Context: an optimization exercise on an open-source flow, tuned for small area. The choices shown serve that exercise and are no tape-out recipe.
Only simulation tests tie the RTL to the original design; equivalence was not proved.
No activity file was given, so power comes from the tool's default toggle rates.

<file path="config.mk">
export PLATFORM = sky130hd
export DESIGN_NAME = ahb_tgt_mem
export DESIGN_NICKNAME = ahb_tgt_mem
export VERILOG_FILES = /design/flow/design.v
export SDC_FILE = /design/flow/constraint.sdc
export NUM_CORES = 4
export LEC_CHECK = 0
export CAP_MARGIN = 0
export CORE_MARGIN = 2
export CORE_UTILIZATION = 70
export CTS_BUF_LIST = sky130_fd_sc_hd__clkbuf_8
export CTS_CLUSTER_DIAMETER = 60
export CTS_CLUSTER_SIZE = 16
export SLEW_MARGIN = 0
</file>
<file path="constraint.sdc">
create_clock -name core_clock -period 10.0 [get_ports {AFT_CLK}]
set_input_delay 2.0000 -clock core_clock [delete_from_list [all_inputs] [get_ports {AFT_CLK}]]
set_output_delay 2.0000 -clock core_clock [all_outputs]
set_load 0.01 [all_outputs]
</file>
<file path="design.v">
package ahb_tgt_mem_pkg;
  typedef enum logic [1:0] {
    IDLE  = 2'd0,
    WAIT1 = 2'd1,
    WAIT2 = 2'd2,
    RESP  = 2'd3
  } tgt_state_t;
  localparam logic [31:0] TGT_ERR_RDATA = 32'hBADD_ADD5;
endpackage
module ahb_tgt_ram #(
  parameter int NW = 64,
  parameter int TS = 4
) (
  input  logic             clk,
  input  logic             clr,
  input  logic [NW/TS-1:0] wsel,    
  input  logic [3:0]       wbe,     
  input  logic [31:0]      wdata,
  input  logic [NW/TS-1:0] rsel,    
  output logic [31:0]      rdata    
);
  localparam int NT = NW / TS;
  logic [31:0] ring [NW];
  logic [31:0] tap_d [NT];
  logic [31:0] tap_raw [NT];
  always_comb begin
    rdata = '0;
    for (int j = 0; j < NT; j++) begin
      for (int b = 0; b < 4; b++)
        tap_raw[j][8*b +: 8] = ~((clr | (wsel[j] & wbe[b]))
                                 ? (wdata[8*b +: 8] ^ {8{j % 2 == 0}})
                                 : ring[TS*j][8*b +: 8]);
      tap_d[j] = tap_raw[j] ^ {32{j % 2 == 1}};
      rdata = rdata | ({32{rsel[j]}} & tap_d[j]);
    end
  end
  always_ff @(posedge clk) begin
    for (int p = 0; p < NW; p++) begin
      if (p % TS == 1) ring[p] <= tap_raw[p / TS];
      else             ring[p] <= ring[(p + NW - 1) % NW];
    end
  end
endmodule
module ahb_tgt_mem #(
  parameter logic [31:0] ADDR_BASE   = 32'h0000_8000,
  parameter int unsigned DEPTH_WORDS = 64,
  parameter int unsigned WAIT_STATES = 2
) (
  input  logic          AFT_CLK,
  input  logic          nRST,
  input  logic          bus_ren,
  input  logic          bus_wen,
  input  logic [31:0]   bus_addr,
  input  logic [31:0]   bus_wdata,
  input  logic [3:0]    bus_strobe,
  output logic [31:0]   bus_rdata,
  output logic          bus_request_stall,
  output logic          bus_error
);
  localparam int unsigned TS = 4;
  localparam int unsigned NT = 64 / TS;
  localparam int unsigned TB = $clog2(TS);
  ahb_tgt_mem_pkg::tgt_state_t state;
  logic        req;
  logic        idle, resp, accept;
  logic [5:0]  t;             
  logic        cap_wr, cap_oor;
  logic [5:0]  cap_idx;
  logic [3:0]  cap_be;
  logic [31:0] cap_d;         
  logic        pend_v;
  logic [5:0]  pend_idx;
  logic [3:0]  pend_be;
  logic [31:0] pend_d;
  logic [31:0] rdata_q;
  logic [TB:0]   clr_cnt;
  logic          clr;
  logic        in_oor;
  logic [31:0] in_wd;
  logic        rd_on;
  logic [5:0]  r_idx, r_u, w_u;
  logic [NT-1:0] rsel, wsel;
  logic [31:0] tap_rd;
  assign req    = bus_ren | bus_wen;
  assign idle   = (state == ahb_tgt_mem_pkg::IDLE);
  assign resp   = (state == ahb_tgt_mem_pkg::RESP);
  assign accept = idle & req;
  assign in_oor = (bus_addr[31:8] != 24'h000080);
  assign in_wd  = bus_wdata & {32{bus_wen}};
  assign clr    = (clr_cnt != '0);
  assign r_idx = idle ? bus_addr[7:2] : cap_idx;
  assign rd_on = idle ? (req & ~bus_wen & ~in_oor) : (~cap_wr & ~cap_oor);
  assign r_u   = r_idx + t;
  assign w_u   = pend_idx + t;
  always_comb begin
    for (int j = 0; j < NT; j++) begin
      rsel[j] = rd_on  & (r_u[TB-1:0] == '0) & (r_u[5:TB] == j[5-TB:0]);
      wsel[j] = pend_v & (w_u[TB-1:0] == '0) & (w_u[5:TB] == j[5-TB:0]);
    end
  end
  ahb_tgt_ram #(.NW(64), .TS(TS)) u_ram (
    .clk   (AFT_CLK),
    .clr   (clr),
    .wsel  (wsel),
    .wbe   (pend_be),
    .wdata (pend_d),
    .rsel  (rsel),
    .rdata (tap_rd)
  );
  always_ff @(posedge AFT_CLK) begin
    t <= nRST ? t + 6'd1 : 6'd0;
    clr_cnt <= nRST ? clr_cnt - (TB+1)'(clr_cnt != '0) : (TB+1)'(TS);
    if (!nRST) begin
      state <= ahb_tgt_mem_pkg::IDLE;
    end else begin
      case (state)
        ahb_tgt_mem_pkg::IDLE:  if (req) state <= ahb_tgt_mem_pkg::WAIT1;
        ahb_tgt_mem_pkg::WAIT1: state <= req ? ahb_tgt_mem_pkg::WAIT2 : ahb_tgt_mem_pkg::IDLE;
        ahb_tgt_mem_pkg::WAIT2: state <= req ? ahb_tgt_mem_pkg::RESP  : ahb_tgt_mem_pkg::IDLE;
        default:                state <= ahb_tgt_mem_pkg::IDLE;
      endcase
    end
    if (accept) begin
      cap_wr  <= bus_wen;
      cap_oor <= in_oor;
      cap_idx <= bus_addr[7:2];
      cap_be  <= bus_strobe;
    end
    if (accept)        cap_d <= in_wd | tap_rd;
    else if (|rsel)    cap_d <= tap_rd;
    if (!nRST)
      pend_v <= 1'b0;
    else if (resp & cap_wr & ~cap_oor)
      pend_v <= 1'b1;
    else if (|wsel)
      pend_v <= 1'b0;
    if (resp & cap_wr) begin
      pend_idx <= cap_idx;
      pend_be  <= cap_be;
    end
    if (!nRST)
      pend_d <= '0;
    else if (resp & cap_wr)
      pend_d <= cap_d;
    if (!nRST)
      rdata_q <= '0;
    else if (resp & ~cap_wr)
      rdata_q <= cap_oor ? ahb_tgt_mem_pkg::TGT_ERR_RDATA : (cap_d | tap_rd);
  end
  assign bus_rdata         = rdata_q;
  assign bus_request_stall = nRST & req & ~resp;
  assign bus_error         = nRST & resp & cap_oor;
endmodule
</file>
<file path="flow/run.sh">
#!/bin/bash
# Layout flow: the standard flow (standard.sh, unchanged synthesis), with
# layout choices changed through ORFS's own variables:
#  - port buffers are sky130_fd_sc_hd__buf_1 instead of the resizer's default
#    (every input and output port still gets its buffer);
#  - CTS inserts no dummy loads, with its own sink clustering;
# and one step added after placement: flow/downsize.tcl lowers the drive
# strength of logic cells where slew, capacitance and timing allow.
# Each tool's full output goes to the ORFS logs under orfs/logs/ and to the
# *.log files here.
set -euo pipefail
export BUFFER_PORTS_ARGS="-buffer_cell sky130_fd_sc_hd__buf_1"
export CTS_ARGS="-sink_clustering_enable -repair_clock_nets -dont_use_dummy_load -sink_clustering_size 20 -sink_clustering_max_diameter 50 -buf_list sky130_fd_sc_hd__clkbuf_8"
bash standard.sh place > flow_make_place.log 2>&1
R=orfs/results/${FLOW_PLATFORM}/ahb_tgt_mem/base
cp $R/3_place.odb $R/3_place_before_downsize.odb
IN_ODB=$R/3_place_before_downsize.odb IN_SDC=$R/3_place.sdc OUT_ODB=$R/3_place.odb \
  LIB_FILE=$FLOW_HOME/platforms/${FLOW_PLATFORM}/lib/sky130_fd_sc_hd__tt_025C_1v80.lib \
  PLATFORM_DIR=$FLOW_HOME/platforms/${FLOW_PLATFORM} \
  openroad -no_init -exit flow/downsize.tcl > downsize.log 2>&1
touch $R/3_place.odb
bash standard.sh > flow_make.log 2>&1
</file>
<file path="flow/downsize.tcl">
read_db $::env(IN_ODB)
read_liberty $::env(LIB_FILE)
read_sdc $::env(IN_SDC)
source $::env(PLATFORM_DIR)/setRC.tcl
set_max_transition 1.2 [current_design]
estimate_parasitics -placement
report_design_area
set db [ord::get_db]
set v0 [expr {[sta::max_slew_violation_count] + [sta::max_capacitance_violation_count]}]
puts "violations before: $v0"
set n 0
set saved 0
foreach inst [[ord::get_db_block] getInsts] {
  set m [$inst getMaster]
  set mn [$m getName]
  if {![regexp {^(sky130_fd_sc_hd__[a-z0-9]+)_([0-9]+)$} $mn -> base sz]} continue
  if {$sz <= 1} continue
  if {[regexp {df|clk|dly|tap|conb|fill|decap|probe|lpflow} $base]} continue
  foreach try {1 2} {
    if {$try >= $sz} break
    set nm [$db findMaster ${base}_$try]
    if {$nm eq "NULL"} continue
    set a0 [expr {[$m getWidth] * [$m getHeight]}]
    set a1 [expr {[$nm getWidth] * [$nm getHeight]}]
    if {$a1 >= $a0} continue
    set name [$inst getName]
    replace_cell $name ${base}_$try
    estimate_parasitics -placement
    set v1 [expr {[sta::max_slew_violation_count] + [sta::max_capacitance_violation_count]}]
    if {$v1 > $v0 || [sta::worst_slack_cmd max] < 0.5} {
      replace_cell $name $mn
      estimate_parasitics -placement
    } else {
      incr n
      set saved [expr {$saved + ($a0 - $a1) / 1e6}]
      break
    }
  }
}
puts "downsized $n cells, saved $saved um2"
report_design_area
puts "violations after: [expr {[sta::max_slew_violation_count] + [sta::max_capacitance_violation_count]}]"
report_worst_slack -max
report_worst_slack -min
detailed_placement
check_placement
write_db $::env(OUT_ODB)
</file>
<file path="standard.sh">
#!/bin/bash
# synth_recipe.tcl (not shown) runs the flow's synth.tcl, then flattens the netlist and writes it again
# the make line also repeats each setting of config.mk as NAME=value (left out here)
make -C /OpenROAD-flow-scripts/flow DESIGN_CONFIG=/design/flow/config.mk WORK_HOME=/design/flow/orfs CLKGATE_MAP_FILE= SYNTH_SCRIPT=/design/flow/synth_recipe.tcl "${@:-finish}"
</file>
==> flow_summary.yaml, run 1 <==
clocking:
  cts_hold_buf: 0
  cts_made_buffers: 142
  cts.htree.levels: 4
  root_buffer: "clkbuf_8"
  clk_pin_slew_ns: 0.10
  ctsResizeCount: 0
  clk_path_buf_depth: 3
  clkSinkCount: 2178
  cts_tree: "built"
  cts_setup_buffers: 0
  clk_latency_ns: 0.85
global_routing:
  gr-total-overflow: 0
  grt_max_degree: 87
  grt.total_usage_pct: 31.2
  grt_pass1_wl_um: 186000
  grt_pass1_vias: 28617
  antenna_found_initial: 8
synthesis:
  synthFlopType: "dfxtp_1"
  syn_area_um2: 56600
  avgSynthCellArea_um2: 13.7
  synth-seq-area-share_pct: 78.0
  async_flop_share_pct: 0
  synth-seq-cells: 2178
  ys_warn_count: 5
  syn_inst: 4139
  synth_nets: 4226
  ys_types: 87
  synth_edf_count: 54
drt:
  firstDrtPassIters: 5
  postRouteAntennaNets: 0
  drt_iter0_markers: 2531
  route.vias.total: 30479
  viasPerCell: 5.73
  post-route-drc-count: 0
  wl_um: 130000
  detail_route.wl_per_cell_um: 24.5
sta:
  fmax_mhz: 152
  drv_slew: 0
  rsz0062_at_grt: "false"
  hold_violations: 0
  finalCritPeriodShare_pct: 65.6
  fin_crit_ns: 6.56
  final.setup_skew_ns: 0.135
  setup_tns_ns: 0
  slew_headroom_pct: 13.4
  setup-violations-final: 0
  tightest_slew_ns: 1.30
final_layout:
  nNetsFinal: 4347
  final_area_um2: 60200
  layout_common_cells: "2124 x dfxtp_1, 273 x mux2i_1, 223 x nand2_1"
  area_growth_pct: 6.35
  final_common_cell: "dfxtp_1"
  drive_gt1_share_pct: 8.15
power_and_ir_drop:
  leakage_nw: 23.4
  irDropWorstVdd_uv: 210
  powerDensity_nw_per_um2: 249
worst_setup_path:
  cp.arrival_ns: 7.33
  crit_type: "input pin to register"
  crit_path_start_kind: "input pin"
  crit_path_end_kind: "register"
  cp.required_ns: 10.76
  crit_path_max_fanout: 16
place:
  numPortBuffers: 103
  hpwl_um: 78100
  placed_cell_area_um2: 58200
  globalplace.congestion: 0.825
floorplan:
  fp.coreArea_um2: 80300
  num_io_pins: 106
  start_util_pct: 70.5
  die_w_um: 288
  die_area_um2: 83100
  fp.dieH_um: 288
  core.rowCount: 104
flow_run:
  drv_cap: 0
status:
  status: "complete, no violations"
worst_hold_path:
  worstHoldPathType: "register to register"
## cell families after synthesis
logic type	count (synthesis)	synth area share, %
compound gates	735	9.13
xor+xnor	18	0.391
fa+ha+maj	15	0.358
buf+inv	280	2.11
flops	2178	78.0
mux	287	5.11
simple gates	626	4.89
## synth_stat cells (20+ instances only)
cell type / count / area, um2
nand2_1: 223 / 837
nand3_1: 46 / 230
o2bb2ai_1: 20 / 175
nor2_1: 225 / 845
o22ai_1: 103 / 644
a21boi_0: 33 / 248
buf_2: 32 / 160
a21o_1: 43 / 323
a21oi_1: 164 / 821
inv_1: 73 / 274
o21ai_0: 125 / 626
and2_1: 20 / 125
buf_1: 20 / 75.1
edfxtp_1: 54 / 1620
a211oi_1: 38 / 285
mux2i_1: 273 / 2730
clkbuf_1: 138 / 518
a2111oi_0: 27 / 236
dfxtp_1: 2124 / 42500
## routing by layer
metal / wire length [um] / track usage [%] / up-vias
met5: 0 / 0 / -
met4: 5140 / 13.8 / 0
met3: 7900 / 4.82 / 290
met2: 57100 / 47.0 / 1012
met1: 60300 / 45.2 / 14978
li1: - / - / 14199
## sequential cells by signal, indices dropped and copies added, names as in the netlist
signal and count:
cap_oor 1, pend_d 32, rdata_q 32, cap_wr 1
u_ram.ring 2048, cap_idx 6, pend_idx 6, cap_be 4
cap_d 32, state 2, t 6, pend_be 4
pend_v 1, clr_cnt 3
## worst max-delay path, stage by stage
cell	delay, ns
buf_1	0.13
mux2_2	0.29
ha_1	0.21
fa_1	0.49
nor4b_1	0.30
nand2_1	0.10
or3_1	0.45
a211oi_2	0.96
nand3_2	0.86
buf_4	0.57
o22ai_1	0.20
a2111oi_0	0.10
nand3_1	0.32
o21ai_0	0.12
a21boi_0	0.15
## through the flow
step           power, mW  setup slack, ns  cells  hold WS (ns)  utilization, %
2_1_floorplan       10.8             4.47   4139         0.310               -
3_3_place_gp        11.4             2.68   5176         0.309            72.5
3_5_place_dp        11.5             2.70   5176         0.312            72.5
4_1_cts             15.0             3.57   5318         0.240            74.9
5_1_grt             15.5             3.26   5319         0.236            74.9
6_report            15.0             3.44   5323         0.255            75.0
## cell type report
cell class              instances  area, um2
flip-flops and latches       2178      44100
fillers                      5183      20100
multi-input cells            1681      11500
clock buffers                 142       1950
well taps                    1060       1330
repair buffers                183        991
inverters                      74        278
diodes                          5       12.5
## final timing paths
check,startpoint,slack [ns],endpoint,cells after the start
worst max-delay path,bus_addr[2],3.44,rdata_q[9]$_SDFFE_PN0P_,15
worst min-delay path,u_ram.ring[1][7]$_DFF_P_,0.25,u_ram.ring[2][7]$_DFF_P_,0
worst max register to register,state[1]$_SDFFE_PN0P_,3.75,rdata_q[9]$_SDFFE_PN0P_,15
worst min register to register,u_ram.ring[1][7]$_DFF_P_,0.25,u_ram.ring[2][7]$_DFF_P_,0
## report_power, final
part | total (mW) | internal, mW | switching, mW | leakage [nW]
Clock | 3.67 | 1.28 | 2.39 | 1.02
Combinational | 1.46 | 0.432 | 1.03 | 4.56
Sequential | 9.88 | 9.64 | 0.240 | 17.8
==> run 2, diff against run 1 <==
--- a/flow/downsize.tcl
+++ b/flow/downsize.tcl
@@ -29,3 +29,3 @@
     set v1 [expr {[sta::max_slew_violation_count] + [sta::max_capacitance_violation_count]}]
-    if {$v1 > $v0 || [sta::worst_slack_cmd max] < 0.5} {
+    if {$v1 > $v0 || [sta::worst_slack_cmd max] < 0.5e-9} {
       replace_cell $name $mn
==> run 2 against run 1 <==
  * Synthesized area is the same
  * Largest power group unchanged
  * Design area down 1.1%
  * Clock skew about the same
  * Die area did not move
  * Via count hardly changed
  * Flip-flop and latch count did not move
  * Power shrank 0.49%
  * Clock power barely moved
  * Non-clock buffer count stayed put
  * Largest cell class unchanged
  * Synthesized cell count is the same
  * Sequential power hardly changed
  * Cell count hardly changed
==> flow_summary.yaml, run 2 <==
status:
  status: "complete, no violations"
worst_setup_path:
  crit_path_start_kind: "input pin"
  cp.arrival_ns: 7.82
  crit_path_end_kind: "register"
  crit_path_max_fanout: 23
  r2r_slack_ns: 2.93
  cp.required_ns: 10.60
  crit_type: "input pin to register"
  r2r-end: "cap_d[24]$_DFFE_PP_"
  reg2regPathDepth: 15
  r2r_start: "state[1]$_SDFFE_PN0P_"
worst_hold_path:
  worstHoldPathType: "register to register"
  min_path_cells: 0
  hold_end: "u_ram.ring[2][7]$_DFF_P_"
  holdCritStartpoint: "u_ram.ring[1][7]$_DFF_P_"
floorplan:
  die_area_um2: 83100
  fp.dieH_um: 288
  num_io_pins: 106
  fp.coreArea_um2: 80300
  start_util_pct: 70.5
  die_w_um: 288
  core.rowCount: 104
drt:
  wl_um: 131000
  viasPerCell: 5.73
  postRouteAntennaNets: 0
  detail_route.wl_per_cell_um: 24.5
  firstDrtPassIters: 7
  route.vias.total: 30469
  post-route-drc-count: 0
  drt_iter0_markers: 2435
clocking:
  cts_made_buffers: 142
  clk_pin_slew_ns: 0.11
  cts_setup_buffers: 0
  clk_latency_ns: 0.85
  root_buffer: "clkbuf_8"
  clkSinkCount: 2178
  cts_tree: "built"
  cts_hold_buf: 0
  clk_path_buf_depth: 3
  ctsResizeCount: 0
  cts.htree.levels: 4
place:
  pre_cts_ws_ns: 2.70
  hpwl_um: 78100
  numPortBuffers: 103
  placed_cell_area_um2: 58200
  globalplace.congestion: 0.825
  placed_cells: 5176
final_layout:
  largest_reg_flops: 2048
  nNetsFinal: 4347
  final_area_um2: 59500
  final_common_cell: "dfxtp_1"
  area_growth_pct: 5.15
  top_register: "u_ram.ring"
  drive_gt1_share_pct: 5.59
  fill_cells: 5339
  fin_cells: 5321
  layout_common_cells: "2124 x dfxtp_1, 274 x mux2i_1, 225 x nor2_1"
global_routing:
  gr-total-overflow: 0
  grt_pass1_vias: 28667
  grt.total_usage_pct: 31.2
  grt_pass1_wl_um: 186000
  antenna_found_initial: 8
  grt_max_degree: 87
synthesis:
  async_flop_share_pct: 0
  synth.most_common_cell: "dfxtp_1"
  ys_warn_count: 5
  synth-seq-area-share_pct: 78.0
  synth_edf_count: 54
  ys_top_cells_by_area: "dfxtp_1 75%, mux2i_1 4.8%, edfxtp_1 2.9%"
  syn_inst: 4139
  ys_types: 87
  synth_largest_area_cell: "dfxtp_1"
  avgSynthCellArea_um2: 13.7
  syn_area_um2: 56600
  synth.top_cell.area_share_pct: 75.1
  synth-seq-cells: 2178
  synth_top_cells_by_count: "2124 x dfxtp_1, 273 x mux2i_1, 225 x nor2_1"
  synthFlopType: "dfxtp_1"
  synth_nets: 4226
sta:
  rsz0062_at_grt: "false"
  setup-violations-final: 0
  hold_violations: 0
  tightest_slew_ns: 1.34
  fin_crit_ns: 7.23
  finalCritPeriodShare_pct: 72.3
  slew_headroom_pct: 10.7
  setup_tns_ns: 0
  final.setup_skew_ns: 0.135
  drv_slew: 0
  fmax_mhz: 138
  finalWorstSetupSlack_ns: 2.77
flow_run:
  drv_cap: 0
power_and_ir_drop:
  irDropWorstVdd_uv: 210
  leakage_nw: 23.1
  powerDensity_nw_per_um2: 251
## run 2: worst max path at each step
stage | slack, ns | endpoint | startpoint
2_1_floorplan | 4.47 | cap_d[5]$_DFFE_PP_ | bus_addr[2]
6_report | 2.77 | cap_d[24]$_DFFE_PP_ | bus_addr[3]
3_3_place_gp | 2.68 | rdata_q[9]$_SDFFE_PN0P_ | bus_addr[2]
4_1_cts | 3.05 | cap_d[24]$_DFFE_PP_ | bus_addr[3]
5_1_grt | 2.76 | cap_d[24]$_DFFE_PP_ | bus_addr[3]
3_5_place_dp | 2.70 | rdata_q[9]$_SDFFE_PN0P_ | bus_addr[2]
## run 2: metal layers
layer  GRT usage (%)  wire length (um)
met1            45.1             60000
met2            46.8             56400
met3            4.97              8420
met4            14.2              5770
met5               0                13
## run 2: final cells by class
class / count / area (um2) / share of cell area, %
Clock buffer: 142 / 1950 / 3.28
Tap cell: 1060 / 1330 / 2.23
Multi-Input combinational cell: 1681 / 11000 / 18.6
Timing Repair Buffer: 183 / 744 / 1.25
Antenna cell: 3 / 7.51 / 0.0126
Inverter: 74 / 278 / 0.467
Sequential cell: 2178 / 44100 / 74.2
## run 2: cell families after synthesis
logic type / count (synthesis) / synth area share (%)
flip-flops: 2178 / 78.0
AO/OA/AOI/OAI: 735 / 9.13
AND/OR/NAND/NOR: 626 / 4.89
multiplexers: 287 / 5.11
buffers and inverters: 280 / 2.11
XOR/XNOR: 18 / 0.391
adder cells (fa/ha/maj): 15 / 0.358
## run 2: metrics by stage
step                util [%]  total power, mW  hold WS (ns)
finish                  74.1             14.9         0.249
global route            74.1             15.4         0.236
CTS                     74.1             15.0         0.240
detailed placement      72.5             11.5         0.312
global placement        72.5             11.4         0.309
floorplan                  -             10.8         0.310
## run 2: power by group
group	internal [mW]	switching [mW]	total (mW)
Combinational	0.384	1.01	1.40
Sequential	9.64	0.237	9.87
Clock	1.28	2.39	3.67
## run 2: critical path, stage by stage
cell       delay [ns]
buf_1            0.15
mux2_2           0.32
ha_1             0.28
a211oi_1         0.41
o21a_1           0.22
nor4_1           0.09
or2_2            0.42
buf_2            0.46
nand3_1          0.80
buf_2            1.00
o22ai_1          0.17
a221o_1          0.29
a2111oi_0        0.70
nand3_1          0.25
a21o_1           0.21
==> run 3, diff against run 2 <==
==> flow/run.sh (replaced) <==
#!/bin/bash
# Layout flow: the standard flow (standard.sh) with these changes:
#  - synthesis: the standard flow's own synthesis script, with ORFS's abc step given the
#    area-oriented script flow/amap.abc (flow/abc_override.tcl); everything
#    else in synthesis, the registers included, is as standard.sh makes it;
#  - port buffers are sky130_fd_sc_hd__buf_1 instead of the resizer's default
#    (every input and output port still gets its buffer);
#  - CTS inserts no dummy loads, with its own sink clustering;
#  - after placement, flow/downsize.tcl lowers the drive strength of logic
#    cells where slew, capacitance and timing allow.
# Each tool's full output goes to the ORFS logs under orfs/logs/ and to the
# *.log files here.
set -euo pipefail
HERE=$(pwd)
export BUFFER_PORTS_ARGS="-buffer_cell sky130_fd_sc_hd__buf_1"
export CTS_ARGS="-sink_clustering_enable -repair_clock_nets -dont_use_dummy_load -sink_clustering_size 20 -sink_clustering_max_diameter 50 -buf_list sky130_fd_sc_hd__clkbuf_8"
export MY_ABC_SCRIPT=$HERE/flow/amap.abc
cat flow/abc_override.tcl synth_recipe.tcl > synth_amap.tcl
sed -E "s#SYNTH_SCRIPT=[^ ]+#SYNTH_SCRIPT=$HERE/synth_amap.tcl#" standard.sh > standard_amap.sh
grep -q "SYNTH_SCRIPT=$HERE/synth_amap.tcl" standard_amap.sh
bash standard_amap.sh synth > flow_make_synth.log 2>&1
grep -q "abc_override" orfs/logs/${FLOW_PLATFORM}/ahb_tgt_mem/base/1_2_yosys.log
bash standard_amap.sh place > flow_make_place.log 2>&1
R=orfs/results/${FLOW_PLATFORM}/ahb_tgt_mem/base
cp $R/3_place.odb $R/3_place_before_downsize.odb
IN_ODB=$R/3_place_before_downsize.odb IN_SDC=$R/3_place.sdc OUT_ODB=$R/3_place.odb \
  LIB_FILE=$FLOW_HOME/platforms/${FLOW_PLATFORM}/lib/sky130_fd_sc_hd__tt_025C_1v80.lib \
  PLATFORM_DIR=$FLOW_HOME/platforms/${FLOW_PLATFORM} \
  openroad -no_init -exit flow/downsize.tcl > downsize.log 2>&1
touch $R/3_place.odb
bash standard_amap.sh > flow_make.log 2>&1
==> flow/abc_override.tcl (new file) <==
# Prepended to the standard flow's synthesis script (synth_recipe.tcl): ORFS's synthesis
# runs unchanged except that its one abc call (combinational mapping only;
# registers are mapped before it and abc leaves them alone) gets the script
# named by MY_ABC_SCRIPT, an area-oriented one, instead of ORFS's delay-oriented
# abc_speed.script.
proc abc {args} {
  set i [lsearch -exact $args -script]
  if {$i >= 0 && [info exists ::env(MY_ABC_SCRIPT)]} {
    lset args [expr {$i + 1}] $::env(MY_ABC_SCRIPT)
  }
  puts "abc_override: abc $args"
  yosys abc {*}$args
}
==> flow/amap.abc (new file) <==
strash
dc2
dch -f
amap -F 4 -A 8
strash
dch -f
amap -F 4 -A 8
topo
stime -c
dnsize -c
==> run 3 against run 2 <==
  * Still clean
  * Combinational power rose by 56%
  * Sequential power grew 19%
  * Clock power about the same
  * First-iteration DRC count rose by 72%
  * Worst setup slack worse by 0.44 ns
  * Largest cell class unchanged
==> flow_summary.yaml, run 3 <==
final_layout:
  area_growth_pct: 7.67
  largest_reg_flops: 2048
  fin_util_pct: 76.1
  drive_gt1_share_pct: 4.66
  final_common_cell: "dfxtp_1"
  layout_common_cells: "2124 x dfxtp_1, 559 x o22ai_1, 176 x buf_1"
  final_area_um2: 56700
  fill_cells: 4717
  top_register: "u_ram.ring"
  nNetsFinal: 4060
  fin_cells: 4943
worst_setup_path:
  r2r-end: "cap_d[22]$_DFFE_PP_"
  r2r_start: "state[0]$_SDFFE_PN0P_"
  crit_type: "register to register"
  reg2regPathDepth: 19
  slowest_delay_ns: 0.95
  cp.required_ns: 10.53
  crit_path_frequent_cell: "nor2_1"
  crit_chain: "nor2_1 -> clkinv_1 -> buf_2 -> a22o_1 -> ha_1 -> fa_1 -> nor2_1 -> nor4b_1 -> a31oi_1 -> nand2b_1 -> or2_0 -> or3_2 -> buf_1 -> o22ai_1 -> a21oi_1 -> o211ai_1 -> a221o_1 -> a2111oi_0 -> o21ai_0"
  crit_path_max_fanout: 22
  cp.arrival_ns: 8.20
  crit_path_start_kind: "register"
  crit_path_end_kind: "register"
  r2r_slack_ns: 2.33
  cpMaxStageDelayCell: "buf_1"
clocking:
  cts_tree: "built"
  cts_made_buffers: 142
  ctsResizeCount: 0
  cts.htree.levels: 4
  clk_pin_slew_ns: 0.11
  cts_setup_buffers: 0
  root_buffer: "clkbuf_8"
  clk_latency_ns: 0.86
  clkSinkCount: 2178
  clk_path_buf_depth: 3
  cts_hold_buf: 0
synthesis:
  synth_nets: 3708
  synth-seq-cells: 2178
  syn_area_um2: 52600
  synth.top_cell.area_share_pct: 80.8
  async_flop_share_pct: 0
  syn_inst: 3621
  synth_top_cells_by_count: "2124 x dfxtp_1, 559 x o22ai_1, 167 x o21ai_0"
  ys_warn_count: 5
  synth.most_common_cell: "dfxtp_1"
  ys_top_cells_by_area: "dfxtp_1 81%, o22ai_1 6.6%, edfxtp_1 3.1%"
  synthFlopType: "dfxtp_1"
  synth-seq-area-share_pct: 83.8
  synth_edf_count: 54
  synth_largest_area_cell: "dfxtp_1"
  ys_types: 46
  avgSynthCellArea_um2: 14.5
floorplan:
  die_w_um: 278
  core.rowCount: 100
  die_area_um2: 77400
  fp.dieH_um: 278
  fp.coreArea_um2: 74400
  num_io_pins: 106
  start_util_pct: 70.7
global_routing:
  antenna_found_initial: 5
  gr-total-overflow: 0
  grt.total_usage_pct: 36.4
  grt_max_degree: 66
  grt_pass1_wl_um: 202000
  grt_pass1_vias: 30667
flow_run:
  drv_cap: 0
sta:
  setup_tns_ns: 0
  hold_violations: 0
  fin_crit_ns: 7.67
  final.setup_skew_ns: 0.106
  drv_slew: 0
  finalWorstSetupSlack_ns: 2.33
  finalCritPeriodShare_pct: 76.7
  fmax_mhz: 130
  rsz0062_at_grt: "false"
  setup-violations-final: 0
  slew_headroom_pct: 5.19
  tightest_slew_ns: 1.39
power_and_ir_drop:
  leakage_nw: 21.3
  p_int_mw: 12.7
  p_comb_share_pct: 12.5
  switchingPower_mw: 4.77
  irDropWorstVdd_uv: 278
  powerDensity_nw_per_um2: 309
  p_clk_share_pct: 21.0
  seqPwrFrac_pct: 66.6
  swShare_pct: 27.2
worst_hold_path:
  holdCritStartpoint: "u_ram.ring[39][7]$_DFF_P_"
  min_path_cells: 0
  worstHoldPathType: "register to register"
  hold_end: "u_ram.ring[40][7]$_DFF_P_"
place:
  placed_cells: 4798
  globalplace.congestion: 0.898
  placed_cell_area_um2: 55100
  hpwl_um: 83600
  pre_cts_ws_ns: 2.74
  numPortBuffers: 103
drt:
  firstDrtPassIters: 6
  met1_length_um: 58100
  detail_route.wl_per_cell_um: 28.8
  postRouteAntennaNets: 0
  drt_iter0_markers: 4191
  wl_um: 142000
  highest_layer: "met5"
  viasPerCell: 6.43
  post-route-drc-count: 0
  wl_met3_um: 17300
  route.vias.total: 31780
  wl_met2_um: 59200
status:
  status: "complete, no violations"
-- run 3: cell count changes in the layout (fill, tap and decap cells not counted), sizes merged, moves of 31 or more --
cell / change
a211oi: -31
inv: -72
clkinv: +161
nor2: -130
a21o: -45
a221oi: +38
a21boi: -33
nand2: -144
mux2i: -274
a21oi: -114
o22ai: +455
o21ai: +35
nand3: -41
-- run 3: area by class of cell --
| class | instances | area, um2 | area share (%) |
|---|---|---|---|
| Clock buffer | 142 | 1950 | 3.45 |
| Antenna cell | 3 | 7.51 | 0.0132 |
| Sequential cell | 2178 | 44100 | 77.9 |
| Timing Repair Buffer | 208 | 826 | 1.46 |
| Tap cell | 969 | 1210 | 2.14 |
| Multi-Input combinational cell | 1280 | 7930 | 14.0 |
| Inverter | 163 | 612 | 1.08 |
-- run 3: logic make-up (layout without fill, tap and decap cells) --
logic type	Yosys count	after routing	share of synthesized area, %
flops	2178	2178	83.8
other cells	0	3	0
compound gates	1007	1007	12.4
simple gates	257	257	2.21
buf+inv	163	513	1.16
xor+xnor	1	1	0.0166
fa+ha+maj	15	15	0.385
-- run 3: worst max-delay path by stage --
stage,slack [ns],cells past startpoint,start,end
floorplan,3.47,14,bus_addr[21],rdata_q[14]$_SDFFE_PN0P_
detailed placement,2.74,18,bus_addr[3],cap_d[22]$_DFFE_PP_
global route,2.17,20,state[0]$_SDFFE_PN0P_,cap_d[22]$_DFFE_PP_
global placement,2.88,18,bus_addr[3],cap_d[22]$_DFFE_PP_
CTS,2.67,19,state[0]$_SDFFE_PN0P_,cap_d[22]$_DFFE_PP_
finish,2.33,19,state[0]$_SDFFE_PN0P_,cap_d[22]$_DFFE_PP_
-- run 3: power groups by stage --
stage	sequential, mW	clock [mW]	combinational (mW)
3_5_place_dp	11.8	0	2.11
5_1_grt	11.8	3.99	2.16
6_report	11.7	3.68	2.18
4_1_cts	11.7	3.69	2.02
3_3_place_gp	11.7	0	2.07
2_1_floorplan	11.5	0	0.972
-- run 3: per-layer routing --
metal | track usage [%] | up-vias
met1 | 51.8 | 15370
met5 | 0 | -
li1 | - | 13592
met3 | 9.86 | 529
met2 | 51.8 | 2285
met4 | 18.5 | 4
-- run 3: worst max-delay path: cells and delay by family (launching register included) --
family	cells	cell delay [ns]
flip-flops	1	0.34
buffers and inverters	3	2.25
adder cells (fa/ha/maj)	2	0.72
AO/OA/AOI/OAI	8	2.44
AND/OR/NAND/NOR	6	1.61
-- run 3: through the flow --
step,hold slack (ns),power (mW)
final,0.264,17.5
after floorplan,0.310,12.5
after detailed placement,0.312,13.9
after global routing,0.276,18.0
after CTS,0.265,17.4
after global placement,0.310,13.8
==> run 4, diff against run 3 <==
--- a/design.v
+++ b/design.v
@@ -93,2 +93,9 @@
   assign r_u   = r_idx + t;
+  logic cap_hold, pend_ld, pend_hold, rd_ld, rd_err, rd_hold;
+  assign cap_hold  = ~accept & ~(|rsel);
+  assign pend_ld   = nRST & resp & cap_wr;
+  assign pend_hold = nRST & ~(resp & cap_wr);
+  assign rd_ld     = nRST & resp & ~cap_wr & ~cap_oor;
+  assign rd_err    = nRST & resp & ~cap_wr & cap_oor;
+  assign rd_hold   = nRST & ~(resp & ~cap_wr);
   assign w_u   = pend_idx + t;
@@ -128,4 +135,2 @@
     end
-    if (accept)        cap_d <= in_wd | tap_rd;
-    else if (|rsel)    cap_d <= tap_rd;
     if (!nRST)
@@ -140,10 +145,6 @@
     end
-    if (!nRST)
-      pend_d <= '0;
-    else if (resp & cap_wr)
-      pend_d <= cap_d;
-    if (!nRST)
-      rdata_q <= '0;
-    else if (resp & ~cap_wr)
-      rdata_q <= cap_oor ? ahb_tgt_mem_pkg::TGT_ERR_RDATA : (cap_d | tap_rd);
+    cap_d   <= ({32{accept}} & in_wd) | tap_rd | ({32{cap_hold}} & cap_d);
+    pend_d  <= ({32{pend_ld}} & cap_d) | ({32{pend_hold}} & pend_d);
+    rdata_q <= ({32{rd_ld}} & (cap_d | tap_rd)) | ({32{rd_err}} & ahb_tgt_mem_pkg::TGT_ERR_RDATA)
+             | ({32{rd_hold}} & rdata_q);
   end
==> run 4 against run 3 <==
  * Sequential power hardly changed
  * Critical path depth is 1 lower
  * Design area is 0.38% lower
  * Still clean on timing, DRC and antenna
  * Worst hold slack better by 0.021 ns
==> flow_summary.yaml, run 4 <==
drt:
  viasPerCell: 6.33
  postRouteAntennaNets: 0
  route.vias.total: 31579
  detail_route.wl_per_cell_um: 28.0
  post-route-drc-count: 0
  firstDrtPassIters: 9
  drt_iter0_markers: 4022
  wl_um: 140000
worst_setup_path:
  crit_start: "bus_addr[2]"
  slowest_delay_ns: 0.87
  cp.arrival_ns: 8.00
  crit_family: "buffers and inverters"
  crit_chain: "buf_1 -> a22o_1 -> ha_1 -> fa_1 -> nand2_1 -> nand2b_1 -> a21oi_1 -> nand2_1 -> o21ai_0 -> buf_1 -> clkinv_1 -> nand2_1 -> clkinv_1 -> buf_2 -> a221o_1 -> or3_1 -> o21ai_0 -> o21ai_0"
  r2r_slack_ns: 3.14
  r2r-end: "rdata_q[14]$_DFF_P_"
  crit_path_end_kind: "register"
  worstSetupEndpoint: "rdata_q[14]$_DFF_P_"
  crit_path_start_kind: "input pin"
  crit_path_max_fanout: 17
  cpMaxStageDelayCell: "clkinv_1"
  cp_num_cells: 18
  crit_type: "input pin to register"
  path_buf_inv: 5
  cp.required_ns: 10.69
  reg2regPathDepth: 19
  r2r_start: "state[0]$_SDFFE_PN0P_"
final_layout:
  top_register: "u_ram.ring"
  drive_gt1_share_pct: 4.48
  nNetsFinal: 4106
  fill_cells: 4790
  area_growth_pct: 7.59
  multi_input_area_um2: 7940
  largest_reg_flops: 2048
  final_common_cell: "dfxtp_1"
  seqCellArea_um2: 43800
  layout_common_cells: "2156 x dfxtp_1, 616 x o22ai_1, 207 x clkinv_1"
global_routing:
  met2_usage_pct: 52.8
  gr-total-overflow: 0
  grt_max_degree: 66
  antenna_found_initial: 2
  grt-busiest-layer: "met2"
  grt.total_usage_pct: 35.7
  grt_pass1_vias: 30563
  met1_usage_pct: 47.8
  grt_use_met3_pct: 10.8
  grt_pass1_wl_um: 197000
power_and_ir_drop:
  leakage_nw: 21.2
  finalPower_mw: 17.3
  powerDensity_nw_per_um2: 306
  irDropWorstVdd_uv: 212
clocking:
  cts_hold_buf: 0
  clk_pin_slew_ns: 0.10
  ctsResizeCount: 0
  clk_latency_ns: 0.83
  clkSinkCount: 2178
  cts_tree: "built"
  cts_setup_buffers: 0
  cts.htree.levels: 4
  root_buffer: "clkbuf_8"
  clk_path_buf_depth: 3
  cts_made_buffers: 140
sta:
  fin_crit_ns: 7.31
  setup-violations-final: 0
  slew_headroom_pct: 16.6
  fmax_mhz: 137
  rsz0062_at_grt: "false"
  hold_violations: 0
  tightest_slew_ns: 1.24
  drv_slew: 0
  final.setup_skew_ns: 0.0787
  setup_tns_ns: 0
  hold_ws_ns: 0.285
  finalCritPeriodShare_pct: 73.1
floorplan:
  num_io_pins: 106
  die_w_um: 278
  start_util_pct: 70.6
  die_area_um2: 77200
  core.rowCount: 100
  fp.coreArea_um2: 74300
  fp.dieH_um: 278
synthesis:
  synth.most_common_cell: "dfxtp_1"
  synthFlopType: "dfxtp_1"
  async_flop_share_pct: 0
  synth_edf_count: 22
  avgSynthCellArea_um2: 14.3
  ys_warn_count: 5
  synth-seq-cells: 2178
  ys_types: 39
  syn_inst: 3679
  synth_top_cells_by_count: "2156 x dfxtp_1, 616 x o22ai_1, 208 x clkinv_1"
  synth-seq-area-share_pct: 83.5
  synth_largest_area_cell: "dfxtp_1"
  syn_area_um2: 52500
  synth_nets: 3766
  ys_top_cells_by_area: "dfxtp_1 82%, o22ai_1 7.3%, o21ai_0 1.7%"
  synth.top_cell.area_share_pct: 82.2
place:
  hpwl_um: 82700
  globalplace.congestion: 0.897
  numPortBuffers: 103
flow_run:
  drv_cap: 0
worst_hold_path:
  worstHoldPathType: "register to register"
status:
  status: "complete, no violations"
## run 4: changes by cell type in the layout (fill, tap and decap cells not counted), sizes merged, moves of 27 or more
cell,previous run,this run
edfxtp,54,22
a221oi,53,26
o22ai,559,616
clkinv,161,207
a22o,12,46
dfxtp,2124,2156
## run 4: worst min-delay path by stage
| stage | start | end | slack (ns) | cells after the start |
|---|---|---|---|---|
| global placement | u_ram.ring[26][21]$_DFF_P_ | u_ram.ring[27][21]$_DFF_P_ | 0.31 | 0 |
| floorplan | u_ram.ring[63][0]$_DFF_P_ | u_ram.ring[0][0]$_DFF_P_ | 0.31 | 0 |
| global route | u_ram.ring[33][20]$_DFF_P_ | u_ram.ring[34][20]$_DFF_P_ | 0.28 | 0 |
| finish | u_ram.ring[6][12]$_DFF_P_ | u_ram.ring[7][12]$_DFF_P_ | 0.29 | 0 |
| detailed placement | u_ram.ring[33][12]$_DFF_P_ | u_ram.ring[34][12]$_DFF_P_ | 0.31 | 0 |
| CTS | u_ram.ring[33][20]$_DFF_P_ | u_ram.ring[34][20]$_DFF_P_ | 0.28 | 0 |
## run 4: cell type report
cell class	instances	share of cell area [%]
Timing Repair Buffer	198	1.38
Clock buffer	140	3.41
Antenna cell	2	0.00886
Inverter	208	1.38
Tap cell	969	2.15
Multi-Input combinational cell	1293	14.1
Sequential cell	2178	77.6
## run 4: report_power, final
group          internal [mW]  switching, mW
registers               10.9          0.614
logic                  0.451           1.71
clock network           1.26           2.37
## run 4: through the flow
step / instances / instance area, um2 / util [%] / worst slack [ns]
floorplan: 3679 / 52500 / - / 3.30
global placement: 4846 / 54900 / 73.9 / 2.61
detailed placement: 4846 / 54900 / 73.9 / 2.54
CTS: 4986 / 56500 / 76.0 / 3.07
global route: 4987 / 56500 / 76.0 / 2.62
finish: 4988 / 56500 / 76.0 / 2.69
## run 4: layer usage
metal	up-vias	part of all wire, %
met3	538	12
met1	15283	40
li1	13681	-
met2	2075	43
met4	2	5.6
met5	-	0.026
## run 4: cell families (layout without fill, tap and decap cells)
kind of cell    count (synthesis)  count (layout)  synth area share (%)
fa+ha+maj                      15              15                 0.386
compound gates               1021            1021                  12.4
flops                        2178            2178                  83.5
other cells                     0               2                     0
simple gates                  256             256                  2.24
xor+xnor                        1               1                0.0167
buf+inv                       208             546                  1.49
==> run 5, diff against run 4 <==
--- a/design.v
+++ b/design.v
@@ -100,2 +100,4 @@
   assign rd_hold   = nRST & ~(resp & ~cap_wr);
+  logic [31:0] cap_nx;
+  assign cap_nx = ({32{accept}} & in_wd) | tap_rd | ({32{cap_hold}} & cap_d);
   assign w_u   = pend_idx + t;
@@ -145,5 +147,5 @@
     end
-    cap_d   <= ({32{accept}} & in_wd) | tap_rd | ({32{cap_hold}} & cap_d);
+    cap_d   <= cap_nx;
     pend_d  <= ({32{pend_ld}} & cap_d) | ({32{pend_hold}} & pend_d);
-    rdata_q <= ({32{rd_ld}} & (cap_d | tap_rd)) | ({32{rd_err}} & ahb_tgt_mem_pkg::TGT_ERR_RDATA)
+    rdata_q <= ({32{rd_ld}} & cap_nx) | ({32{rd_err}} & ahb_tgt_mem_pkg::TGT_ERR_RDATA)
              | ({32{rd_hold}} & rdata_q);
==> run 5 against run 4 <==
  * Still clean on timing, DRC and antenna
  * Flip-flop and latch count stayed put
  * Worst setup slack got worse by 0.054 ns
  * Register-to-register slack got worse by 0.50 ns
  * Synthesized area fell by 0.20%
  * First-iteration DRC count grew 10%
  * Cell count fell by 0.60%
  * Sequential share of layout area increased by 0.12 points
  * Die area decreased by 0.20%
  * Clock-buffer cell count is 1 lower
  * Design area down 0.16%
  * Critical endpoint is now rdata_q[30]$_DFF_P_
  * Highest routed layer unchanged
==> flow_summary.yaml, run 5 <==
status:
  status: "complete, no violations"
drt:
  post-route-drc-count: 0
  wl_um: 144000
  firstDrtPassIters: 7
  route.vias.total: 31451
  drt_iter0_markers: 4433
  detail_route.wl_per_cell_um: 28.9
  postRouteAntennaNets: 0
  viasPerCell: 6.34
clocking:
  cts_tree: "built"
  cts_made_buffers: 139
  cts_setup_buffers: 0
  clk_latency_ns: 0.83
  clk_path_buf_depth: 3
  cts_hold_buf: 0
  clkSinkCount: 2178
  ctsResizeCount: 0
  cts.htree.levels: 4
  root_buffer: "clkbuf_8"
  clk_pin_slew_ns: 0.11
synthesis:
  synth-seq-cells: 2178
  ys_warn_count: 5
  avgSynthCellArea_um2: 14.4
  synthFlopType: "dfxtp_1"
  async_flop_share_pct: 0
  synth_mux_area_share_pct: 0
  synth_nets: 3730
  synth_top_cells_by_count: "2156 x dfxtp_1, 613 x o22ai_1, 229 x clkinv_1"
  ys_top_cells_by_area: "dfxtp_1 82%, o22ai_1 7.3%, clkinv_1 1.6%"
  syn_area_um2: 52400
  synthSimpleGateAreaFrac_pct: 2.30
  synth-seq-area-share_pct: 83.7
  ys_types: 41
  synth_edf_count: 22
  synth_compound_area_share_pct: 12.0
  synth_largest_area_cell: "dfxtp_1"
  synth.most_common_cell: "dfxtp_1"
  synth_top_family_by_area: "compound AO/OA/AOI/OAI gates"
  syn_inst: 3643
  synthAdderAreaFrac_pct: 0.387
  synth_xor_area_share_pct: 0.0167
  synth.top_cell.area_share_pct: 82.4
global_routing:
  antenna_found_initial: 6
  grt.total_usage_pct: 36.9
  gr-total-overflow: 0
  grt_pass1_vias: 30706
  grt_pass1_wl_um: 203000
  grt_max_degree: 66
floorplan:
  start_util_pct: 70.5
  num_io_pins: 106
  die_area_um2: 77000
  core.rowCount: 100
  fp.dieH_um: 278
  die_w_um: 278
  fp.coreArea_um2: 74300
worst_setup_path:
  crit_start: "t[0]$_SDFF_PN0_"
  cp.arrival_ns: 7.99
  crit_path_max_fanout: 9
  reg2regPathDepth: 20
  worstSetupEndpoint: "rdata_q[30]$_DFF_P_"
  cp.required_ns: 10.63
  crit_type: "register to register"
  r2r-end: "rdata_q[30]$_DFF_P_"
  crit_path_end_kind: "register"
  crit_path_start_kind: "register"
  r2r_start: "t[0]$_SDFF_PN0_"
  r2r_slack_ns: 2.64
final_layout:
  top_register: "u_ram.ring"
  nNetsFinal: 4075
  largest_reg_flops: 2048
  drive_gt1_share_pct: 4.32
  area_growth_pct: 7.64
  fin_cells: 4958
  layout_common_cells: "2156 x dfxtp_1, 613 x o22ai_1, 229 x clkinv_1"
  fill_cells: 4686
  final_area_um2: 56400
  final_common_cell: "dfxtp_1"
place:
  hpwl_um: 83600
  placed_cells: 4816
  numPortBuffers: 103
  globalplace.congestion: 0.902
  placed_cell_area_um2: 54900
sta:
  hold_ws_ns: 0.279
  tightest_slew_ns: 1.31
  finalCritPeriodShare_pct: 73.6
  hold_violations: 0
  setup-violations-final: 0
  final.setup_skew_ns: 0.0766
  setup_tns_ns: 0
  fin_crit_ns: 7.36
  rsz0062_at_grt: "false"
  drv_slew: 0
  slew_headroom_pct: 10.7
  fmax_mhz: 136
worst_hold_path:
  worstHoldPathType: "register to register"
power_and_ir_drop:
  swShare_pct: 27.6
  p_comb_share_pct: 13.1
  irDropWorstVdd_uv: 219
  seqPwrFrac_pct: 66.0
  powerDensity_nw_per_um2: 309
  leakage_nw: 21.1
  finalPower_mw: 17.4
  p_clk_share_pct: 20.9
  p_int_mw: 12.6
  switchingPower_mw: 4.80
flow_run:
  drv_cap: 0
-- run 5: changes by cell type after synthesis, sizes merged, moves of 6 or more --
cell / previous run / this run
nand2: 65 / 73
a22oi: 4 / 25
a22o: 46 / 7
o2111ai: 16 / 24
or3: 5 / 16
a31oi: 33 / 1
a221oi: 26 / 32
nand3: 13 / 7
a2111oi: 13 / 31
clkinv: 208 / 229
nor4: 18 / 6
a222oi: 2 / 14
o21ai: 174 / 107
-- run 5: layout make-up --
type / count / area [um2] / share of cell area (%)
flip-flops and latches: 2178 / 43800 / 77.7
multi-input cells: 1236 / 7770 / 13.8
repair buffers: 204 / 797 / 1.41
clock buffers: 139 / 1910 / 3.39
well taps: 969 / 1210 / 2.15
inverters: 229 / 860 / 1.52
diodes: 3 / 7.51 / 0.0133
-- run 5: how the worst min path moves through the flow --
stage | from | to | slack [ns] | cells past startpoint
after floorplan | u_ram.ring[63][0]$_DFF_P_ | u_ram.ring[0][0]$_DFF_P_ | 0.31 | 0
after global placement | u_ram.ring[54][16]$_DFF_P_ | u_ram.ring[55][16]$_DFF_P_ | 0.31 | 0
after detailed placement | u_ram.ring[63][31]$_DFF_P_ | u_ram.ring[0][31]$_DFF_P_ | 0.31 | 0
after CTS | u_ram.ring[13][1]$_DFF_P_ | u_ram.ring[14][1]$_DFF_P_ | 0.28 | 0
after global routing | u_ram.ring[33][2]$_DFF_P_ | u_ram.ring[34][2]$_DFF_P_ | 0.29 | 0
final | u_ram.ring[58][24]$_DFF_P_ | u_ram.ring[59][24]$_DFF_P_ | 0.28 | 0
-- run 5: routing by layer --
metal  GRT usage [%]  up-vias  part of all wire [%]
li1                -    13557                     -
met1            50.1    15051                    40
met2            52.8     2240                    42
met3            11.8      594                    12
met4            20.3        9                   5.9
met5           0.313        -                 0.061
-- run 5: power by group through the flow --
stage               clock network, mW  logic [mW]  registers [mW]
floorplan                           0        1.01            11.4
global placement                    0        2.18            11.6
detailed placement                  0        2.21            11.6
CTS                              3.65        2.13            11.5
global route                     3.95        2.25            11.7
finish                           3.64        2.27            11.5
-- run 5: metrics by stage --
step	util (%)	setup slack, ns
after CTS	75.9	2.90
final	75.9	2.64
after global placement	73.8	2.89
after floorplan	-	3.40
after detailed placement	73.8	2.76
after global routing	75.9	2.51
-- run 5: critical path, cell delays in order (launching register included) --
cell	delay, ns
dfxtp_1	0.42
ha_1	0.21
clkinv_1	0.09
fa_1	0.40
nor2_1	0.14
or2_0	0.12
a21oi_1	0.08
o21ai_0	0.59
clkinv_1	0.30
or2_0	0.29
nor2_1	0.14
clkinv_1	0.24
o21ai_0	0.23
buf_1	0.84
clkinv_1	0.93
o22ai_1	0.51
nor2_1	0.10
nor4_1	0.21
nand4_1	0.15
a2111oi_0	1.00
o22ai_1	0.19
-- run 5: cell families (layout without fill, tap and decap cells) --
logic type / Yosys count / count (layout)
adders and majority gates: 15 / 15
AOI/OAI and AO/OA: 958 / 958
buffers and inverters: 229 / 572
xor gates and xnor gates: 1 / 1
other: 0 / 3
DFF: 2178 / 2178
and+or+nand+nor: 262 / 262
==> run 6, diff against run 5 <==
--- a/design.v
+++ b/design.v
@@ -23,6 +23,9 @@
   logic [31:0] ring [NW];
-  logic [31:0] tap_d [NT];
   logic [31:0] tap_raw [NT];
+  logic [31:0] rd_even, rd_odd_n;
+  logic        odd_sel;
   always_comb begin
-    rdata = '0;
+    rd_even  = '0;
+    rd_odd_n = '0;
+    odd_sel  = 1'b0;
     for (int j = 0; j < NT; j++) begin
@@ -32,5 +35,7 @@
                                  : ring[TS*j][8*b +: 8]);
-      tap_d[j] = tap_raw[j] ^ {32{j % 2 == 1}};
-      rdata = rdata | ({32{rsel[j]}} & tap_d[j]);
+      if (j % 2 == 0) rd_even  = rd_even  | ({32{rsel[j]}} & tap_raw[j]);
+      else            rd_odd_n = rd_odd_n | ({32{rsel[j]}} & tap_raw[j]);
+      if (j % 2 == 1) odd_sel  = odd_sel | rsel[j];
     end
+    rdata = rd_even | ({32{odd_sel}} & ~rd_odd_n);
   end
==> run 6 against run 5 <==
  * Synthesized cell count shrank 3.2%
  * Utilization shrank 0.071 points
  * Clock power is essentially flat
  * Sequential power is essentially flat
  * Highest routed layer is now met4
  * Via count shrank 0.33%
  * Non-clock buffer count is the same
==> flow_summary.yaml, run 6 <==
sta:
  setup_tns_ns: 0
  final.setup_skew_ns: 0.0648
  hold_violations: 0
  finalCritPeriodShare_pct: 77.6
  rsz0062_at_grt: "false"
  slew_headroom_pct: 4.48
  fin_crit_ns: 7.76
  drv_slew: 0
  hold_ws_ns: 0.295
  tightest_slew_ns: 1.43
  fmax_mhz: 129
  setup-violations-final: 0
worst_setup_path:
  crit_path_max_fanout: 9
  crit_path_start_kind: "input pin"
  crit_type: "input pin to register"
  slowest_delay_ns: 0.97
  path_buf_inv: 3
  cpMaxStageDelayCell: "nor4_1"
  crit_family: "simple AND/OR/NAND/NOR gates"
  crit_path_end_kind: "register"
  crit_path_frequent_cell: "buf_1"
  crit_chain: "buf_1 -> or4_1 -> or4_1 -> nor3_1 -> buf_1 -> a31oi_1 -> nor4_1 -> nor2b_1 -> nand2_1 -> nor2_1 -> buf_1 -> a22oi_1 -> nand3_1 -> a221oi_1 -> a2111oi_0 -> o221ai_1"
  cp.required_ns: 10.65
  cp.arrival_ns: 8.41
power_and_ir_drop:
  irDropWorstVdd_uv: 210
  p_clk_share_pct: 20.8
  leakage_nw: 21.1
  p_comb_share_pct: 13.3
  swShare_pct: 27.7
  p_int_mw: 12.6
  powerDensity_nw_per_um2: 311
  seqPwrFrac_pct: 66.0
  finalPower_mw: 17.5
  switchingPower_mw: 4.83
drt:
  drt_iter0_markers: 5017
  route.vias.total: 31347
  post-route-drc-count: 0
  wl_um: 142000
  detail_route.wl_per_cell_um: 29.4
  viasPerCell: 6.48
  postRouteAntennaNets: 0
  firstDrtPassIters: 9
place:
  numPortBuffers: 103
  globalplace.congestion: 0.886
  hpwl_um: 81900
final_layout:
  area_growth_pct: 7.73
  drive_gt1_share_pct: 4.65
  largest_reg_flops: 2048
  top_register: "u_ram.ring"
  nNetsFinal: 3958
  layout_common_cells: "2156 x dfxtp_1, 557 x o22ai_1, 220 x clkinv_1"
  final_common_cell: "dfxtp_1"
status:
  status: "complete, no violations"
global_routing:
  met2_usage_pct: 50.6
  grt_pass1_vias: 30417
  grt_pass1_wl_um: 201000
  grt-busiest-layer: "met1"
  met1_usage_pct: 51.9
  grt.total_usage_pct: 36.6
  grt_max_degree: 66
  antenna_found_initial: 1
  gr-total-overflow: 0
  grt_use_met3_pct: 12.9
clocking:
  clkSinkCount: 2178
  cts_setup_buffers: 0
  cts_hold_buf: 0
  root_buffer: "clkbuf_8"
  cts_tree: "built"
  ctsResizeCount: 0
  cts_made_buffers: 138
  cts.htree.levels: 4
  clk_path_buf_depth: 3
  clk_pin_slew_ns: 0.11
  clk_latency_ns: 0.83
floorplan:
  die_w_um: 277
  fp.coreArea_um2: 74100
  die_area_um2: 76600
  fp.dieH_um: 277
  num_io_pins: 106
  start_util_pct: 70.4
  core.rowCount: 100
synthesis:
  synth_largest_area_cell: "dfxtp_1"
  synthFlopType: "dfxtp_1"
  ys_types: 35
  syn_inst: 3527
  ys_warn_count: 4
  ys_top_cells_by_area: "dfxtp_1 83%, o22ai_1 6.7%, a222oi_1 1.9%"
  synth_nets: 3614
  avgSynthCellArea_um2: 14.8
  synth-seq-area-share_pct: 84.1
  async_flop_share_pct: 0
  synth-seq-cells: 2178
  syn_area_um2: 52100
  synth_edf_count: 22
  synth_top_cells_by_count: "2156 x dfxtp_1, 557 x o22ai_1, 220 x clkinv_1"
  synth.top_cell.area_share_pct: 82.8
  synth.most_common_cell: "dfxtp_1"
flow_run:
  drv_cap: 0
worst_hold_path:
  worstHoldPathType: "register to register"
-- run 6: metrics by stage --
step / setup slack [ns] / area [um2] / utilization (%) / instances
6_report: 2.24 / 56100 / 75.8 / 4839
4_1_cts: 2.46 / 56100 / 75.8 / 4838
3_5_place_dp: 2.48 / 54700 / 73.8 / 4700
5_1_grt: 2.15 / 56100 / 75.8 / 4839
2_1_floorplan: 3.54 / 52100 / - / 3527
3_3_place_gp: 2.52 / 54700 / 73.8 / 4700
-- run 6: layer usage --
metal,vias to the layer above,part of all wire [%],routed length (um)
li1,13320,-,-
met1,15162,41,57800
met2,2384,41,58200
met3,481,14,19700
met4,0,4.8,6790
met5,-,0,0
-- run 6: final timing paths --
check                       startpoint  cells after the start                         to  slack (ns)
min          u_ram.ring[14][7]$_DFF_P_                      0  u_ram.ring[15][7]$_DFF_P_        0.29
min reg2reg  u_ram.ring[14][7]$_DFF_P_                      0  u_ram.ring[15][7]$_DFF_P_        0.29
max reg2reg      state[1]$_SDFFE_PN0P_                     15        rdata_q[13]$_DFF_P_        3.01
max                       bus_addr[21]                     16        rdata_q[13]$_DFF_P_        2.24
-- run 6: kinds of logic after synthesis --
family / count (synthesis) / share of synthesized area, %
adders and majority gates: 15 / 0.389
buffers and inverters: 220 / 1.58
and+or+nand+nor: 170 / 1.65
xor gates and xnor gates: 1 / 0.0168
AOI/OAI and AO/OA: 943 / 12.3
DFF: 2178 / 84.1
-- run 6: power groups by stage --
stage          logic, mW  clock network, mW  registers (mW)
6_report            2.32               3.62            11.5
3_5_place_dp        2.23                  0            11.7
3_3_place_gp        2.19                  0            11.6
4_1_cts             2.15               3.63            11.5
5_1_grt             2.30               3.94            11.7
2_1_floorplan       1.03                  0            11.4
-- run 6: area by class of cell --
type,instances,area [um2]
inverter,220,826
clock buffer,138,1900
timing repair buffer,204,807
multi-input combinational,1129,7570
sequential,2178,43800
antenna,1,2.50
tap,969,1210
fill,4716,17900
==> run 7, diff against run 6 <==
--- a/design.v
+++ b/design.v
@@ -80,3 +80,2 @@
   logic [31:0] rdata_q;
-  logic [TB:0]   clr_cnt;
   logic          clr;
@@ -94,3 +93,2 @@
   assign in_wd  = bus_wdata & {32{bus_wen}};
-  assign clr    = (clr_cnt != '0);
   assign r_idx = idle ? bus_addr[7:2] : cap_idx;
@@ -125,3 +123,3 @@
     t <= nRST ? t + 6'd1 : 6'd0;
-    clr_cnt <= nRST ? clr_cnt - (TB+1)'(clr_cnt != '0) : (TB+1)'(TS);
+    clr <= ~nRST | (clr & (t != 6'(TS - 1)));
     if (!nRST) begin
==> run 7 against run 6 <==
  * First-iteration DRC count fell by 1.1%
  * Still clean on timing, DRC and antenna
  * Fmax rose by 16%
  * Highest routed layer is now met5
  * Largest cell class unchanged
  * Clock power barely moved
  * Non-clock buffer count fell by 12
  * Critical path depth fell by 2
  * Synthesized area fell by 0.14%
==> flow_summary.yaml, run 7 <==
sta:
  finalCritPeriodShare_pct: 66.6
  fin_crit_ns: 6.66
  final.setup_skew_ns: 0.0948
  setup-violations-final: 0
  tightest_slew_ns: 1.41
  slew_headroom_pct: 5.58
  setup_tns_ns: 0
  drv_slew: 0
  finalWorstSetupSlack_ns: 3.34
  hold_violations: 0
  rsz0062_at_grt: "false"
  fmax_mhz: 150
synthesis:
  syn_inst: 3514
  synth_top_cells_by_count: "2154 x dfxtp_1, 556 x o22ai_1, 223 x clkinv_1"
  avgSynthCellArea_um2: 14.8
  async_flop_share_pct: 0
  ys_warn_count: 4
  synth-seq-cells: 2176
  synth.most_common_cell: "dfxtp_1"
  synth.top_cell.area_share_pct: 82.9
  syn_area_um2: 52000
  ys_types: 37
  synth_largest_area_cell: "dfxtp_1"
  synth_edf_count: 22
  synth-seq-area-share_pct: 84.1
  synth_nets: 3599
  synthFlopType: "dfxtp_1"
  ys_top_cells_by_area: "dfxtp_1 83%, o22ai_1 6.7%, a222oi_1 1.8%"
worst_setup_path:
  crit_family: "simple AND/OR/NAND/NOR gates"
  path_buf_inv: 2
  crit_chain: "nor2_1 -> clkinv_1 -> a22o_1 -> ha_1 -> fa_1 -> nor3_1 -> o21ai_0 -> nor2b_1 -> nand2_1 -> nor2_2 -> buf_2 -> a222oi_1 -> a311oi_1 -> o221ai_1"
  crit_path_start_kind: "register"
  cpMaxStageDelayCell: "buf_2"
  cp.required_ns: 10.67
  slowest_delay_ns: 1.02
  crit_type: "register to register"
  cp.arrival_ns: 7.34
  crit_path_end_kind: "register"
  crit_path_max_fanout: 22
power_and_ir_drop:
  finalPower_mw: 13.4
  irDropWorstVdd_uv: 230
  leakage_nw: 20.9
  powerDensity_nw_per_um2: 238
clocking:
  cts.htree.levels: 4
  cts_tree: "built"
  ctsResizeCount: 0
  root_buffer: "clkbuf_8"
  clk_pin_slew_ns: 0.11
  cts_setup_buffers: 0
  clkSinkCount: 2176
  clk_path_buf_depth: 3
  cts_made_buffers: 139
  cts_hold_buf: 0
  clk_latency_ns: 0.84
final_layout:
  largest_reg_flops: 2048
  top_register: "u_ram.ring"
  layout_common_cells: "2154 x dfxtp_1, 556 x o22ai_1, 223 x clkinv_1"
  area_growth_pct: 7.74
  drive_gt1_share_pct: 4.76
  nNetsFinal: 3932
  final_common_cell: "dfxtp_1"
floorplan:
  num_io_pins: 106
  fp.dieH_um: 277
  die_w_um: 277
  fp.coreArea_um2: 73300
  die_area_um2: 76500
  start_util_pct: 71.0
  core.rowCount: 99
global_routing:
  grt_pass1_wl_um: 199000
  grt_max_degree: 49
  grt.total_usage_pct: 36.3
  antenna_found_initial: 5
  grt_pass1_vias: 29882
  gr-total-overflow: 0
drt:
  post-route-drc-count: 0
  firstDrtPassIters: 7
  viasPerCell: 6.46
  detail_route.wl_per_cell_um: 29.3
  route.vias.total: 31035
  wl_um: 141000
  drt_iter0_markers: 4964
  postRouteAntennaNets: 0
flow_run:
  drv_cap: 0
place:
  globalplace.congestion: 0.901
  pre_cts_ws_ns: 3.46
  hpwl_um: 82200
  numPortBuffers: 103
worst_hold_path:
  worstHoldPathType: "register to register"
status:
  status: "complete, no violations"
run 7: worst paths after layout:
kind,startpoint,to,slack (ns),cells after the start
max,state[1]$_SDFFE_PN0P_,rdata_q[27]$_DFF_P_,3.34,14
min,u_ram.ring[6][8]$_DFF_P_,u_ram.ring[7][8]$_DFF_P_,0.26,0
max reg2reg,state[1]$_SDFFE_PN0P_,rdata_q[27]$_DFF_P_,3.34,14
min reg2reg,u_ram.ring[6][8]$_DFF_P_,u_ram.ring[7][8]$_DFF_P_,0.26,0
run 7: where the power goes:
part           total, mW  internal, mW  switching, mW  leakage [nW]
Combinational      0.550         0.137          0.413          2.21
Sequential          9.18          9.06          0.117          17.7
Clock               3.63          1.26           2.38         0.999
run 7: layout make-up:
type,instances,area (um2)
flip-flops and latches,2176,43800
fillers,4642,17300
multi-input cells,1115,7580
clock buffers,139,1910
well taps,959,1200
inverters,223,837
repair buffers,192,752
diodes,3,7.51
run 7: worst reg2reg max path, stage by stage (launching register included):
cell and delay [ns]:
dfxtp_1 0.32, nor2_1 0.52, clkinv_1 0.56, a22o_1 0.35, ha_1 0.21, fa_1 0.46
nor3_1 0.41, o21ai_0 0.28, nor2b_1 0.29, nand2_1 0.27, nor2_2 0.91, buf_2 1.03
a222oi_1 0.29, a311oi_1 0.50, o221ai_1 0.16
run 7: kinds of logic (layout without fill, tap and decap cells):
logic type / Yosys count / in the layout / synth area share, %
other: 0 / 3 / 0
buffers and inverters: 223 / 554 / 1.61
AND/OR/NAND/NOR: 163 / 163 / 1.67
adder cells (fa/ha/maj): 13 / 13 / 0.341
flip-flops: 2176 / 2176 / 84.1
AO/OA/AOI/OAI: 939 / 939 / 12.2
run 7: per-layer routing:
metal | part of all wire (%) | up-vias | track usage, %
met2 | 42 | 2327 | 51.5
li1 | - | 13264 | -
met1 | 40 | 14896 | 50.4
met5 | 0.035 | - | 0
met3 | 13 | 544 | 11.3
met4 | 5.4 | 4 | 19.1
run 7: stage by stage:
stage | util, % | hold slack [ns] | cells | area (um2)
after detailed placement | 74.3 | 0.312 | 4665 | 54500
after global placement | 74.3 | 0.310 | 4665 | 54500
after floorplan | - | 0.310 | 3514 | 52000
after CTS | 76.4 | 0.269 | 4804 | 56100
final | 76.5 | 0.264 | 4807 | 56100
after global routing | 76.5 | 0.277 | 4807 | 56100

-- separate check: timing with driven ports --
The flow's constraints put no driver on any port. The routed layouts listed below were extracted and timed again, unchanged, in two steps. Step 1 assumes that a clkbuf_16 drives the clock port and a buf_2 every other input. Step 2 also shifts input and output timing later by t, the mid clock arrival at the registers, as if the neighbouring blocks saw the same clock. a / b / c = ideal ports / drivers / drivers and shift; a / b = the first two.
run | shift t [ns] | setup slack, ns | worst setup path after step 2 | latest minus earliest clock arrival (ns) | cell pins on the clock port's net
run 1 | 0.843 | 3.435 / 3.475 / 2.632 | input to register | 0.145 / 0.145 | 1
run 2 | 0.840 | 2.774 / 2.820 / 1.981 | input to register | 0.145 / 0.145 | 1
run 3 | 0.871 | 2.331 / 2.331 / 1.996 | input to register | 0.106 / 0.106 | 1
run 4 | 0.857 | 2.692 / 2.735 / 1.878 | input to register | 0.079 / 0.079 | 1
run 5 | 0.862 | 2.638 / 2.638 / 1.905 | input to register | 0.080 / 0.080 | 1
run 6 | 0.857 | 2.244 / 2.286 / 1.429 | input to register | 0.066 / 0.065 | 1
run 7 | 0.855 | 3.336 / 3.336 / 2.641 | input to register | 0.095 / 0.095 | 1
After both steps setup and hold are still met in every run listed. For run 6, which loses most, drivers alone change the setup slack by +0.042 ns; drivers and shift together by -0.815 ns.
